From an optimization exercise on the open Yosys and OpenROAD flow, aimed at small area and a short achievable clock period; shortcuts taken in it are not production practice.
In this exercise RTL edits were held to simulation tests only and were not proved equivalent to the original.
No activity file was given, so power comes from the tool's default toggle rates.

## P
==> module sync_fifo_param, before the edit <==
module sync_fifo_param
#(
    parameter int DATA_W    = fifo_pkg::DEF_DATA_W,
    parameter int ADDR_W    = fifo_pkg::DEF_ADDR_W,
    parameter int AF_THRESH = (1 << ADDR_W) - 2,
    parameter int AE_THRESH = 2
) (
    input  logic              sys_clk,
    input  logic              sys_rst,
    input  logic              wr_en,
    input  logic [DATA_W-1:0] din,
    input  logic              rd_en,
    output logic [DATA_W-1:0] dout,
    output logic              full,
    output logic              empty,
    output logic              almost_full,
    output logic              almost_empty,
    output logic [ADDR_W:0]   data_count,
    output logic              overflow,
    output logic              underflow
);
    localparam int CW    = ADDR_W + 1;
    localparam int DEPTH = 1 << ADDR_W;
    localparam logic [ADDR_W:0] DEPTH_C = CW'(DEPTH);
    localparam logic [ADDR_W:0] AF_C    = CW'(AF_THRESH);
    localparam logic [ADDR_W:0] AE_C    = CW'(AE_THRESH);
    logic            wr_acc;
    logic            rd_acc;
    logic            inc;
    logic            dec;
    logic            phase;          
    logic [ADDR_W:0] ncount;         
    logic            nfull;          
    logic            empty_i;        
    logic            empty_q;        
    logic            aempty_q;       
    logic [ADDR_W:0] count;
    logic [15:0]     le_hi;          
    logic [15:0]     ne_hi;          
    logic [14:0]     le_lo;          
    assign count = ~ncount;
    assign wr_acc = wr_en & nfull;
    assign rd_acc = rd_en & ~empty_i;
    assign inc    = wr_acc & ~rd_acc;
    assign dec    = rd_acc & ~wr_acc;
    logic [DATA_W*(DEPTH+1)-1:0] q;
    logic [DATA_W*DEPTH-1:0]     d;
    logic [DATA_W-1:0]           x;
    logic [DEPTH:0]              free;    
    assign q[DATA_W*(DEPTH+1)-1 -: DATA_W] = '0;
    assign x = din ^ {DATA_W{phase}};
    genvar i;
    generate
        for (i = 0; i < DEPTH; i++) begin : g_free
            fifo_slot_free u_free (
                .le_hi (le_hi[i/16]),
                .ne_hi (ne_hi[i/16]),
                .le_lo ((i % 16 == 15) ? 1'b1 : le_lo[(i % 16 == 15) ? 0 : i % 16]),
                .free  (free[i])
            );
        end
        assign free[DEPTH] = 1'b1;
        for (i = 0; i < DEPTH; i++) begin : g_slot
            logic hd, sh, ld;
            fifo_slot_ctl u_ctl (
                .free0 (free[i]),
                .free1 (free[i+1]),
                .rd    (rd_en),
                .rd_n  (~rd_en),
                .hd    (hd),
                .sh    (sh)
            );
            fifo_slot_ld u_ld (
                .free0 (free[i]),
                .free1 (free[i+1]),
                .rd    (rd_en),
                .ld    (ld)
            );
            fifo_slot_mux #(.DATA_W(DATA_W)) u_mux (
                .hd ({DATA_W{hd}}),
                .sh ({DATA_W{sh}}),
                .ld ({DATA_W{ld}}),
                .q  (q[DATA_W*i +: DATA_W]),
                .n  (q[DATA_W*(i+1) +: DATA_W]),
                .x  (x),
                .y  (d[DATA_W*i +: DATA_W])
            );
        end
    endgenerate
    always_ff @(posedge sys_clk) begin
        q[DATA_W*DEPTH-1:0] <= d;
    end
    logic [ADDR_W:0] count_up, count_dn, count_next;
    logic            full_next, empty_next, af_next, ae_next;
    assign count_up = count + CW'(1);
    assign count_dn = count - CW'(1);
    always_comb begin
        if (inc) begin
            count_next = count_up;
            full_next  = (count == DEPTH_C - CW'(1));
            empty_next = 1'b0;
            af_next    = (count >= AF_C - CW'(1));
            ae_next    = (count <= AE_C - CW'(1));
        end else if (dec) begin
            count_next = count_dn;
            full_next  = 1'b0;
            empty_next = (count == CW'(1));
            af_next    = (count >= AF_C + CW'(1));
            ae_next    = (count <= AE_C + CW'(1));
        end else begin
            count_next = count;
            full_next  = (count == DEPTH_C);
            empty_next = (count == '0);
            af_next    = (count >= AF_C);
            ae_next    = (count <= AE_C);
        end
    end
    logic [15:0] le_hi_next, ne_hi_next, le_hi_up, ne_hi_up, le_hi_dn, ne_hi_dn;
    logic [14:0] le_lo_next, le_lo_up, le_lo_dn;
    logic        lo15, lo0;
    assign lo15 = ~le_lo[14];
    assign lo0  = le_lo[0];
    always_comb begin
        le_lo_up[0] = lo15;
        for (int b = 1; b < 15; b++) begin
            le_lo_up[b] = le_lo[b-1] | lo15;
        end
        for (int b = 0; b < 14; b++) begin
            le_lo_dn[b] = le_lo[b+1] & ~lo0;
        end
        le_lo_dn[14] = ~lo0;
        le_hi_up[0] = lo15 ? 1'b0 : le_hi[0];
        ne_hi_up[0] = lo15 ? 1'b1 : ne_hi[0];
        for (int a = 1; a < 16; a++) begin
            le_hi_up[a] = lo15 ? le_hi[a-1] : le_hi[a];
            ne_hi_up[a] = lo15 ? ne_hi[a-1] : ne_hi[a];
        end
        for (int a = 0; a < 15; a++) begin
            le_hi_dn[a] = lo0 ? le_hi[a+1] : le_hi[a];
            ne_hi_dn[a] = lo0 ? ne_hi[a+1] : ne_hi[a];
        end
        le_hi_dn[15] = lo0 ? 1'b1  : le_hi[15];
        ne_hi_dn[15] = lo0 ? nfull : ne_hi[15];
        if (inc) begin
            le_hi_next = le_hi_up;
            ne_hi_next = ne_hi_up;
            le_lo_next = le_lo_up;
        end else if (dec) begin
            le_hi_next = le_hi_dn;
            ne_hi_next = ne_hi_dn;
            le_lo_next = le_lo_dn;
        end else begin
            le_hi_next = le_hi;
            ne_hi_next = ne_hi;
            le_lo_next = le_lo;
        end
    end
    assign empty        = ~empty_q;
    assign almost_empty = ~aempty_q;
    always_ff @(posedge sys_clk or posedge sys_rst) begin
        if (sys_rst) begin
            le_hi        <= '1;
            ne_hi        <= 16'hfffe;
            le_lo        <= '1;
            phase        <= 1'b0;
            ncount       <= '1;
            nfull        <= 1'b1;
            empty_i      <= 1'b1;
            data_count   <= '0;
            full         <= 1'b0;
            empty_q      <= 1'b0;
            almost_full  <= 1'b0;
            aempty_q     <= 1'b0;
            overflow     <= 1'b0;
            underflow    <= 1'b0;
            dout         <= '0;
        end else begin
            le_hi        <= le_hi_next;
            ne_hi        <= ne_hi_next;
            le_lo        <= le_lo_next;
            phase        <= ~phase;
            ncount       <= ~count_next;
            nfull        <= ~full_next;
            empty_i      <= empty_next;
            data_count   <= count_next;
            full         <= full_next;
            empty_q      <= ~empty_next;
            almost_full  <= af_next;
            aempty_q     <= ~ae_next;
            overflow     <= wr_en & ~nfull;
            underflow    <= rd_en & empty_i;
            if (rd_acc) begin
                dout <= q[DATA_W-1:0] ^ {DATA_W{phase}};
            end
        end
    end
endmodule
make LEC_CHECK=0 CAP_MARGIN=20 CORE_MARGIN=2 CORE_UTILIZATION=50 CTS_CLUSTER_DIAMETER=100 CTS_CLUSTER_SIZE=25 SETUP_SLACK_MARGIN=1.9 SLEW_MARGIN=20 SYNTH_HIERARCHICAL=1 finish   # period 4.0 ns
run.sh (not shown) runs the stock make flow with config.mk's settings and CLKGATE_MAP_FILE= SYNTH_SCRIPT=/design/flow/synth_recipe.tcl, a recipe that flattens the netlist after the stock synthesis.
### P -> Q
--- a/flow/design.v
+++ b/flow/design.v
@@ -152,16 +152,16 @@
     always_comb begin
         if (inc) begin
             count_next = count_up;
-            full_next  = (count == DEPTH_C - CW'(1));
+            full_next  = (count_up == DEPTH_C);
             empty_next = 1'b0;
-            af_next    = (count >= AF_C - CW'(1));
-            ae_next    = (count <= AE_C - CW'(1));
+            af_next    = (count_up >= AF_C);
+            ae_next    = (count_up <= AE_C);
         end else if (dec) begin
             count_next = count_dn;
             full_next  = 1'b0;
-            empty_next = (count == CW'(1));
-            af_next    = (count >= AF_C + CW'(1));
-            ae_next    = (count <= AE_C + CW'(1));
+            empty_next = (count_dn == '0);
+            af_next    = (count_dn >= AF_C);
+            ae_next    = (count_dn <= AE_C);
         end else begin
             count_next = count;
             full_next  = (count == DEPTH_C);
## What came out
- Power dissipated in sequential cells delta for Q relative to P: about 5% higher
- Clock group share of total power: Q vs P down 0.8 points
- Compared Q against P; sequential cell area within noise.
- Clock tree buffer count of the final layout, P and Q, lower one = P.
- Floorplan check, Q vs P: die outline larger in Q
- Sequential fraction of total cell area sits lower in Q than in P.
- Comparing net count reported at finish for P and Q, the smaller number came from P.
- Post-synthesis compound-gate area fraction: P vs Q, no meaningful difference
- When Q is measured against P, its count of distinct cell types in the synthesized netlist turns out 44% higher.
- In the reports for P and Q, the larger met3 demand-to-capacity share in global routing belongs to Q.

* * *

== the reference run ==
The RTL this note starts from:
==> flow/design.v <==
package fifo_pkg;
    localparam int DEF_DATA_W = 8;
    localparam int DEF_ADDR_W = 8;
    localparam int FIFO_STD  = 0;
    localparam int FIFO_FWFT = 1;
    function automatic int clog2(input int value);
        int r;
        r = 0;
        while ((1 << r) < value) begin
            r = r + 1;
        end
        clog2 = r;
    endfunction
endpackage
module fifo_slot_mux
#(
    parameter int DATA_W = fifo_pkg::DEF_DATA_W
) (
    input  logic [DATA_W-1:0] hd,
    input  logic [DATA_W-1:0] sh,
    input  logic [DATA_W-1:0] ld,
    input  logic [DATA_W-1:0] q,
    input  logic [DATA_W-1:0] n,
    input  logic [DATA_W-1:0] x,
    output logic [DATA_W-1:0] y
);
    assign y = ~((hd & q) | (sh & n) | (ld & x));
endmodule
module fifo_slot_free (
    input  logic le_hi,
    input  logic ne_hi,
    input  logic le_lo,
    output logic free
);
    assign free = le_hi & (ne_hi | le_lo);
endmodule
module fifo_slot_ctl (
    input  logic free0,
    input  logic free1,
    input  logic rd,
    input  logic rd_n,
    output logic hd,
    output logic sh
);
    assign hd = ~(free0 | rd);
    assign sh = ~(free1 | rd_n);
endmodule
module fifo_slot_ld (
    input  logic hd,
    input  logic sh,
    output logic ld
);
    assign ld = ~(hd | sh);
endmodule
module sync_fifo_param
#(
    parameter int DATA_W    = fifo_pkg::DEF_DATA_W,
    parameter int ADDR_W    = fifo_pkg::DEF_ADDR_W,
    parameter int AF_THRESH = (1 << ADDR_W) - 2,
    parameter int AE_THRESH = 2
) (
    input  logic              sys_clk,
    input  logic              sys_rst,
    input  logic              wr_en,
    input  logic [DATA_W-1:0] din,
    input  logic              rd_en,
    output logic [DATA_W-1:0] dout,
    output logic              full,
    output logic              empty,
    output logic              almost_full,
    output logic              almost_empty,
    output logic [ADDR_W:0]   data_count,
    output logic              overflow,
    output logic              underflow
);
    localparam int CW    = ADDR_W + 1;
    localparam int DEPTH = 1 << ADDR_W;
    localparam logic [ADDR_W:0] DEPTH_C = CW'(DEPTH);
    localparam logic [ADDR_W:0] AF_C    = CW'(AF_THRESH);
    localparam logic [ADDR_W:0] AE_C    = CW'(AE_THRESH);
    logic            wr_acc;
    logic            rd_acc;
    logic            inc;
    logic            dec;
    logic            phase;          
    logic [ADDR_W:0] ncount;         
    logic            nfull;          
    logic            empty_i;        
    logic            empty_q;        
    logic            aempty_q;       
    logic [ADDR_W:0] count;
    logic [15:0]     le_hi;          
    logic [15:0]     ne_hi;          
    logic [14:0]     le_lo;          
    assign count = ~ncount;
    assign wr_acc = wr_en & nfull;
    assign rd_acc = rd_en & ~empty_i;
    assign inc    = wr_acc & ~rd_acc;
    assign dec    = rd_acc & ~wr_acc;
    logic [DATA_W*(DEPTH+1)-1:0] q;
    logic [DATA_W*DEPTH-1:0]     d;
    logic [DATA_W-1:0]           x;
    logic [DEPTH:0]              free;    
    assign q[DATA_W*(DEPTH+1)-1 -: DATA_W] = '0;
    assign x = din ^ {DATA_W{phase}};
    genvar i;
    generate
        for (i = 0; i < DEPTH; i++) begin : g_free
            fifo_slot_free u_free (
                .le_hi (le_hi[i/16]),
                .ne_hi (ne_hi[i/16]),
                .le_lo ((i % 16 == 15) ? 1'b1 : le_lo[(i % 16 == 15) ? 0 : i % 16]),
                .free  (free[i])
            );
        end
        assign free[DEPTH] = 1'b1;
        for (i = 0; i < DEPTH; i++) begin : g_slot
            logic hd, sh, ld;
            fifo_slot_ctl u_ctl (
                .free0 (free[i]),
                .free1 (free[i+1]),
                .rd    (rd_en),
                .rd_n  (~rd_en),
                .hd    (hd),
                .sh    (sh)
            );
            fifo_slot_ld u_ld (
                .hd (hd),
                .sh (sh),
                .ld (ld)
            );
            fifo_slot_mux #(.DATA_W(DATA_W)) u_mux (
                .hd ({DATA_W{hd}}),
                .sh ({DATA_W{sh}}),
                .ld ({DATA_W{ld}}),
                .q  (q[DATA_W*i +: DATA_W]),
                .n  (q[DATA_W*(i+1) +: DATA_W]),
                .x  (x),
                .y  (d[DATA_W*i +: DATA_W])
            );
        end
    endgenerate
    always_ff @(posedge sys_clk) begin
        q[DATA_W*DEPTH-1:0] <= d;
    end
    logic [ADDR_W:0] count_up, count_dn, count_next;
    logic            full_next, empty_next, af_next, ae_next;
    assign count_up = count + CW'(1);
    assign count_dn = count - CW'(1);
    always_comb begin
        if (inc) begin
            count_next = count_up;
            full_next  = (count_up == DEPTH_C);
            empty_next = 1'b0;
            af_next    = (count_up >= AF_C);
            ae_next    = (count_up <= AE_C);
        end else if (dec) begin
            count_next = count_dn;
            full_next  = 1'b0;
            empty_next = (count_dn == '0);
            af_next    = (count_dn >= AF_C);
            ae_next    = (count_dn <= AE_C);
        end else begin
            count_next = count;
            full_next  = (count == DEPTH_C);
            empty_next = (count == '0);
            af_next    = (count >= AF_C);
            ae_next    = (count <= AE_C);
        end
    end
    logic [15:0] le_hi_next, ne_hi_next, le_hi_up, ne_hi_up, le_hi_dn, ne_hi_dn;
    logic [14:0] le_lo_next, le_lo_up, le_lo_dn;
    logic        lo15, lo0;
    assign lo15 = ~le_lo[14];
    assign lo0  = le_lo[0];
    always_comb begin
        le_lo_up[0] = lo15;
        for (int b = 1; b < 15; b++) begin
            le_lo_up[b] = le_lo[b-1] | lo15;
        end
        for (int b = 0; b < 14; b++) begin
            le_lo_dn[b] = le_lo[b+1] & ~lo0;
        end
        le_lo_dn[14] = ~lo0;
        le_hi_up[0] = lo15 ? 1'b0 : le_hi[0];
        ne_hi_up[0] = lo15 ? 1'b1 : ne_hi[0];
        for (int a = 1; a < 16; a++) begin
            le_hi_up[a] = lo15 ? le_hi[a-1] : le_hi[a];
            ne_hi_up[a] = lo15 ? ne_hi[a-1] : ne_hi[a];
        end
        for (int a = 0; a < 15; a++) begin
            le_hi_dn[a] = lo0 ? le_hi[a+1] : le_hi[a];
            ne_hi_dn[a] = lo0 ? ne_hi[a+1] : ne_hi[a];
        end
        le_hi_dn[15] = lo0 ? 1'b1  : le_hi[15];
        ne_hi_dn[15] = lo0 ? nfull : ne_hi[15];
        if (inc) begin
            le_hi_next = le_hi_up;
            ne_hi_next = ne_hi_up;
            le_lo_next = le_lo_up;
        end else if (dec) begin
            le_hi_next = le_hi_dn;
            ne_hi_next = ne_hi_dn;
            le_lo_next = le_lo_dn;
        end else begin
            le_hi_next = le_hi;
            ne_hi_next = ne_hi;
            le_lo_next = le_lo;
        end
    end
    assign empty        = ~empty_q;
    assign almost_empty = ~aempty_q;
    always_ff @(posedge sys_clk or posedge sys_rst) begin
        if (sys_rst) begin
            le_hi        <= '1;
            ne_hi        <= 16'hfffe;
            le_lo        <= '1;
            phase        <= 1'b0;
            ncount       <= '1;
            nfull        <= 1'b1;
            empty_i      <= 1'b1;
            data_count   <= '0;
            full         <= 1'b0;
            empty_q      <= 1'b0;
            almost_full  <= 1'b0;
            aempty_q     <= 1'b0;
            overflow     <= 1'b0;
            underflow    <= 1'b0;
            dout         <= '0;
        end else begin
            le_hi        <= le_hi_next;
            ne_hi        <= ne_hi_next;
            le_lo        <= le_lo_next;
            phase        <= ~phase;
            ncount       <= ~count_next;
            nfull        <= ~full_next;
            empty_i      <= empty_next;
            data_count   <= count_next;
            full         <= full_next;
            empty_q      <= ~empty_next;
            almost_full  <= af_next;
            aempty_q     <= ~ae_next;
            overflow     <= wr_en & ~nfull;
            underflow    <= rd_en & empty_i;
            if (rd_acc) begin
                dout <= q[DATA_W-1:0] ^ {DATA_W{phase}};
            end
        end
    end
endmodule
export LEC_CHECK = 0
export CAP_MARGIN = 20
export CORE_MARGIN = 2
export CORE_UTILIZATION = 50
export CTS_CLUSTER_DIAMETER = 100
export CTS_CLUSTER_SIZE = 25
export SETUP_SLACK_MARGIN = 1.9
export SLEW_MARGIN = 20
export SYNTH_HIERARCHICAL = 1
create_clock -name core_clock -period 4.0 [get_ports {sys_clk}]
The reference run went all the way through the flow, and no timing, DRC or antenna check failed.
Modified inputs, the trial run compared to the reference run
--- a/flow/design.v
+++ b/flow/design.v
@@ -47,9 +47,10 @@
 endmodule
 module fifo_slot_ld (
-    input  logic hd,
-    input  logic sh,
+    input  logic free0,
+    input  logic free1,
+    input  logic rd,
     output logic ld
 );
-    assign ld = ~(hd | sh);
+    assign ld = free0 | (free1 & rd);
 endmodule
 module sync_fifo_param
@@ -120,13 +121,14 @@
                 .free0 (free[i]),
                 .free1 (free[i+1]),
-                .rd    (rd_en),
-                .rd_n  (~rd_en),
+                .rd    (rd_acc),
+                .rd_n  (~rd_acc),
                 .hd    (hd),
                 .sh    (sh)
             );
             fifo_slot_ld u_ld (
-                .hd (hd),
-                .sh (sh),
-                .ld (ld)
+                .free0 (free[i]),
+                .free1 (free[i+1]),
+                .rd    (rd_acc),
+                .ld    (ld)
             );
             fifo_slot_mux #(.DATA_W(DATA_W)) u_mux (
==> comparison <==
Changes observed in the trial run relative to the reference run: number of antenna violations at the first check in global routing higher; netlist area before placement higher; minimum clock period higher; share of the synthesized netlist area taken by xor and xnor gates roughly the same; final critical-path share of the clock period higher. Comparing the trial run with the reference run, the clock network latency to the later pin of the worst-skew pair came out essentially unchanged. nfull as the endpoint of the worst setup timing path was reported by the trial run, and q[1518] by the reference run. The trial run against the reference run; number of DRC markers after the initial detailed-route iteration is up by more than 10%. When the final numbers for the trial run and the reference run were put side by side, the final wirelength turned out to be smaller in the reference run. Summary of the trial run over the reference run: leakage power summed over all cells higher; share of total power in the clock network level; fraction of the mapped netlist area in compound gates shows an increase of 2.3 points; placer congestion estimate rose 0.026; count of plain and timing-repair buffers in the layout rose by 46%.

## static timing again, ports no longer ideal
The flow's constraints put no driver on any port. The routed layouts listed below were extracted and timed again, unchanged, in two steps.
Step 1 sets driving cells, clkbuf_16 on the clock port and buf_2 on the other inputs (assumed; they add their load-dependent delay and slew).
Step 2 adds t to the input delays and takes it off the output delays; t is the mean of the earliest and latest rising clock arrival at the registers after step 1. Input paths then give back, and output paths get back, about the clock's delay inside the block.
Slacks: no drivers / after step 1 / after step 2; pairs: no drivers / after step 1.
| run | t (ns) | setup slack, ns | worst setup path after step 2 | slew at the worst register clock pin (ns) | worst data-port slew with drivers (ns) |
|---|---|---|---|---|---|
| P | 0.796 | 1.794 / 1.712 / 1.139 | input to register | 0.10 / 0.10 | 0.06 |
| Q | 0.824 | 1.775 / 1.691 / 1.047 | input to register | 0.11 / 0.11 | 0.05 |
| the reference run | 0.813 | 1.793 / 1.766 / 0.990 | input to register | 0.11 / 0.11 | 0.07 |
| the trial run | 0.807 | 1.742 / 1.696 / 1.095 | input to register | 0.11 / 0.11 | 0.09 |
After both steps every run listed still meets setup and hold. For the reference run, which loses most, drivers alone change the setup slack by -0.027 ns; drivers and shift together by -0.803 ns.
